Background: an optimization exercise with open tools, aiming at small area, a short achievable clock period and few clock cycles per item. Do not read the settings as production practice.
Function was checked by simulation only, so behaviour that the tests miss may differ from the original.
No activity file was given, so power comes from the tool's default toggle rates.

Setup of run 1:
==> flow/design.v <==
module bf_tape #(
  parameter int DATA_W = 8,
  parameter int ADDR_W = 8,
  parameter int DEPTH  = 2**ADDR_W
) (
  input  logic              clk,
  input  logic              rst_n,
  input  logic              cmd_valid,
  output logic              cmd_ready,
  input  logic [2:0]        cmd_op,
  input  logic [DATA_W-1:0] cmd_data,
  output logic [DATA_W-1:0] cell_out,
  output logic              cell_zero,
  output logic [ADDR_W-1:0] ptr_out,
  output logic              err
);
  localparam logic [2:0] OP_NOP = 3'd0, OP_INC = 3'd1, OP_DEC = 3'd2, OP_RIGHT = 3'd3,
                         OP_LEFT = 3'd4, OP_WRITE = 3'd5, OP_ADD = 3'd6, OP_CLEAR_ALL = 3'd7;
  localparam int NH = 16;    
  localparam int NL = 16;    
  logic [ADDR_W-1:0] ptr;
  logic [NH-1:0]     ph;     
  logic [NL-1:0]     pl;     
  logic [DATA_W-1:0] cur, nb_r, nb_l;
  logic              zero_q;
  logic              err_q;
  logic              clr_pend;
  logic              ready_q;
  logic [NH-1:0] wh;
  logic [NL-1:0] wl;
  assign wh = ph | {NH{clr_pend}};
  assign wl = pl | {NL{clr_pend}};
  logic [DATA_W-1:0] wdata;
  assign wdata = clr_pend ? '0 : cur;
  logic [DEPTH-1:0][DATA_W-1:0] cells;
  logic [DEPTH-1:0]             rsel;    
  for (genvar i = 0; i < DEPTH; i++) begin : g_cell
    localparam int IM = (i + DEPTH - 2) % DEPTH;
    localparam int IP = (i + 2) % DEPTH;
    always_ff @(posedge clk)
      if (wh[i / NL] && wl[i % NL]) cells[i] <= wdata;
    assign rsel[i] = (ph[IM / NL] && pl[IM % NL]) || (ph[IP / NL] && pl[IP % NL]);
  end
  logic [DATA_W-1:0] rd_b0, rd_b1;
  always_comb begin
    rd_b0 = '0;
    rd_b1 = '0;
    for (int i = 0; i < DEPTH; i++) begin
      if ((i >> 2) & 1) rd_b1 = rd_b1 | (cells[i] & {DATA_W{rsel[i]}});
      else              rd_b0 = rd_b0 | (cells[i] & {DATA_W{rsel[i]}});
    end
  end
  logic              p2_hi;
  logic [DATA_W-1:0] rd_p2, rd_m2;
  assign p2_hi = ptr[2] ^ ptr[1];
  assign rd_p2 = clr_pend ? '0 : (p2_hi ? rd_b1 : rd_b0);
  assign rd_m2 = clr_pend ? '0 : (p2_hi ? rd_b0 : rd_b1);
  logic accept, at_last, at_first;
  assign accept   = cmd_valid && ready_q;
  assign at_last  = ph[NH-1] && pl[NL-1];
  assign at_first = ph[0] && pl[0];
  logic mv_r, mv_l, clr, oob;
  assign mv_r = accept && cmd_op == OP_RIGHT && !at_last;
  assign mv_l = accept && cmd_op == OP_LEFT  && !at_first;
  assign clr  = accept && cmd_op == OP_CLEAR_ALL;
  assign oob  = accept && ((cmd_op == OP_RIGHT && at_last) || (cmd_op == OP_LEFT && at_first));
  logic [DATA_W-1:0] cur_nx;
  logic              zero_nx;
  logic [DATA_W-1:0] cur_inc, cur_dec, neg_cur;
  logic [ADDR_W-1:0] ptr_inc, ptr_dec, ptr_neg;
  bf_tape_step #(.W(DATA_W)) u_cur_step (.a(cur), .inc(cur_inc), .dec(cur_dec), .neg(neg_cur));
  logic [DATA_W-1:0] cur_add;
  bf_tape_add #(.W(DATA_W)) u_add (.a(cur), .b(cmd_data), .y(cur_add));
  bf_tape_step #(.W(ADDR_W)) u_ptr_step (.a(ptr), .inc(ptr_inc), .dec(ptr_dec), .neg(ptr_neg));
  always_comb begin
    cur_nx  = cur;
    zero_nx = zero_q;
    if (accept) begin
      case (cmd_op)
        OP_INC:       begin cur_nx = cur_inc;          zero_nx = (cur == '1); end
        OP_DEC:       begin cur_nx = cur_dec;          zero_nx = (cur == DATA_W'(1)); end
        OP_WRITE:     begin cur_nx = cmd_data;         zero_nx = (cmd_data == '0); end
        OP_ADD:       begin cur_nx = cur_add;            zero_nx = (cmd_data == neg_cur); end
        OP_RIGHT:     if (!at_last)  begin cur_nx = nb_r; zero_nx = (nb_r == '0); end
        OP_LEFT:      if (!at_first) begin cur_nx = nb_l; zero_nx = (nb_l == '0); end
        OP_CLEAR_ALL: begin cur_nx = '0; zero_nx = 1'b1; end
        default: ;
      endcase
    end
  end
  always_ff @(posedge clk or negedge rst_n) begin
    if (!rst_n) begin
      ph       <= NH'(1);
      pl       <= NL'(1);
      clr_pend <= 1'b1;
      ready_q  <= 1'b0;
    end else begin
      ready_q  <= 1'b1;
      clr_pend <= clr;
      if (clr) begin
        ph <= NH'(1);
        pl <= NL'(1);
      end else if (mv_r) begin
        pl <= {pl[NL-2:0], pl[NL-1]};
        if (pl[NL-1]) ph <= {ph[NH-2:0], ph[NH-1]};
      end else if (mv_l) begin
        pl <= {pl[0], pl[NL-1:1]};
        if (pl[0]) ph <= {ph[0], ph[NH-1:1]};
      end
    end
  end
  always_ff @(posedge clk) begin
    if (!ready_q) begin
      ptr    <= '0;
      cur    <= '0;
      nb_r   <= '0;
      nb_l   <= '0;
      zero_q <= 1'b1;
      err_q  <= 1'b0;
    end else begin
      cur    <= cur_nx;
      zero_q <= zero_nx;
      if (oob) err_q <= 1'b1;
      if (clr) begin
        ptr  <= '0;
        nb_r <= '0;
        nb_l <= '0;
      end else if (mv_r) begin
        ptr  <= ptr_inc;
        nb_l <= cur;
        nb_r <= rd_p2;
      end else if (mv_l) begin
        ptr  <= ptr_dec;
        nb_r <= cur;
        nb_l <= rd_m2;
      end
    end
  end
  assign cmd_ready = ready_q;
  assign cell_out  = cur;
  assign cell_zero = zero_q;
  assign ptr_out   = ptr;
  assign err       = err_q;
endmodule
module bf_tape_step #(parameter int W = 8) (
  input  logic [W-1:0] a,
  output logic [W-1:0] inc,
  output logic [W-1:0] dec,
  output logic [W-1:0] neg
);
  assign inc = a + W'(1);
  assign dec = a - W'(1);
  assign neg = -a;
endmodule
module bf_tape_add #(parameter int W = 8) (
  input  logic [W-1:0] a,
  input  logic [W-1:0] b,
  output logic [W-1:0] y
);
  localparam int L = (W <= 2) ? 1 : (W <= 4) ? 2 : (W <= 8) ? 3 : (W <= 16) ? 4 : 5;
  logic [W-1:0] g [L+1];
  logic [W-1:0] p [L+1];
  assign g[0] = a & b;
  assign p[0] = a ^ b;
  for (genvar l = 0; l < L; l++) begin : g_lvl
    for (genvar i = 0; i < W; i++) begin : g_bit
      if (i >= (1 << l)) begin : g_comb
        assign g[l+1][i] = g[l][i] | (p[l][i] & g[l][i - (1 << l)]);
        assign p[l+1][i] = p[l][i] & p[l][i - (1 << l)];
      end else begin : g_pass
        assign g[l+1][i] = g[l][i];
        assign p[l+1][i] = p[l][i];
      end
    end
  end
  assign y = p[0] ^ {g[L][W-2:0], 1'b0};
endmodule
Settings: LEC_CHECK=0, ABC_AREA=1, CAP_MARGIN=20, CORE_MARGIN=2, CORE_UTILIZATION=60, CTS_CLUSTER_DIAMETER=100, CTS_CLUSTER_SIZE=25, SETUP_SLACK_MARGIN=3.3, SLEW_MARGIN=40, SYNTH_HIERARCHICAL=1, SYNTH_MINIMUM_KEEP_SIZE=0; clock period 6.0 ns.
run.sh (not shown) runs the stock make flow with config.mk's settings and CLKGATE_MAP_FILE= SYNTH_SCRIPT=/design/flow/synth_recipe.tcl, a recipe that flattens the netlist after the stock synthesis.
Testbench counts of run 1, summed over its fixed seeds: cycles 48,048, items 48,032.
Changes in run 2 relative to run 1:
- swapping 3.3 for 3.8 in SETUP_SLACK_MARGIN
Notes after the runs:
In the tables for run 2 and run 1, critical path depth reads lower with run 2.
After detailed routing, run 1 needs less wire than run 2.
Going from run 1 to run 2, share of the core filled with cells in the final layout shows an increase of 5.3 points; global-route wire length before repair went up by about 4.4%; initial antenna violation count lost 1; total vias in the final route saw an increase.
Changes in run 3 relative to run 2:
- SETUP_SLACK_MARGIN now 3.5, was 3.8
- CTS_CLUSTER_SIZE now 20, was 25
- CTS_CLUSTER_DIAMETER now 70, was 100
## What came out
Comparing run 2 and run 3, average wire length per cell after detail routing is higher on run 2.
Diff run 2 and run 3: CTS clock-pin slew for the worst setup and hold paths lower in run 3
Compared with run 2, in run 3 total power fell by 5.8%; via count of the first global-routing pass fell by 949; vias per cell lower.
The inputs of run 4 differ from those of run 3 as listed below.
- a change of CTS_CLUSTER_DIAMETER from 70 to 100
- a change of CORE_UTILIZATION from 60 to 65
- a change of CTS_CLUSTER_SIZE from 20 to 25
Findings:
| number of antenna violations at the first check in global routing | run 4 vs run 3 | ≈ equal |
Any difference in clock skew between run 3 and run 4 is small enough to ignore.
Diff run 3 -> run 4 | utilization after layout | increase of 5.2 points
Run 4 vs run 3 — combinational power climbed by a few percent
Changes observed in run 4 relative to run 3: required time of the worst setup path comparable, power now smaller.
## Diff of input files: run 5 against run 4
- changing CORE_UTILIZATION from 65 to 60
- setting PLACE_DENSITY to 0.75 for the first time
--- outcome ---
Per the comparison of run 5 with run 4, measured slew at the worst slew-check pin rose 0.082 ns, post-detailed-route via-to-cell ratio lower, total power saw a decrease. Re HPWL after detailed placement: run 5 is 0.87% down on run 4. Summary of run 5 over run 4: latest clock arrival within the worst-skew pair was more or less identical, overall routed net length flat.
The following lists how run 6 was set up differently from run 5:
- changing CTS_CLUSTER_DIAMETER from 100 to 60
- removing PLACE_DENSITY (formerly 0.75)
[summary]
- Comparing run 6 and run 5, the lower sequential share of cell area was measured on run 6.
- Run 6 finished every stage and its layout cleared the timing, DRC and antenna checks.
- Re final critical delay including setup and external delays: run 6 is 0.019 ns up on run 5.
- Looking at data required time at the worst endpoint, run 6 sits 0.25 ns above run 5.
- Going from run 5 to run 6, power density of the placed cells grew by 4.0%, final design instance area without fill moved up, antenna violation net count after detailed routing saw little to no change.
- The higher non-clock buffer count came out of run 5.
- Run 6 vs run 5 — clock skew rose 0.023 ns.
- Run 6 against run 5: critical path depth now larger; combined global-route utilization of all metal layers now larger; total CTS buffers now larger.

-- separate check: timing with driven ports --
How much do the figures lean on ideal ports? The routed layouts below were timed once more, with nothing changed but the port constraints. Step 1 sets driving cells, clkbuf_16 on the clock port and buf_2 on the other inputs (assumed; they add their load-dependent delay and slew). Step 2 also shifts input and output timing later by t, the mid clock arrival at the registers, as if the neighbouring blocks saw the same clock. Slacks: no drivers / after step 1 / after step 2; pairs: no drivers / after step 1.
run | t, ns | setup WS [ns] | worst hold slack (ns)
run 1 | 0.809 | 3.280 / 3.269 / 2.652 | 0.398 / 0.342 / 0.482
run 2 | 0.820 | 3.548 / 3.457 / 2.939 | 0.409 / 0.345 / 0.490
run 3 | 0.867 | 3.470 / 3.435 / 2.822 | 0.363 / 0.306 / 0.476
run 4 | 0.809 | 3.462 / 3.441 / 2.854 | 0.395 / 0.365 / 0.478
run 5 | 0.824 | 3.465 / 3.450 / 2.796 | 0.392 / 0.365 / 0.485
run 6 | 0.887 | 3.446 / 3.410 / 2.799 | 0.351 / 0.289 / 0.465
After both steps every run listed still meets setup and hold. The setup slack of run 5, which loses most, moves by -0.015 ns with the drivers and by -0.669 ns with both steps.
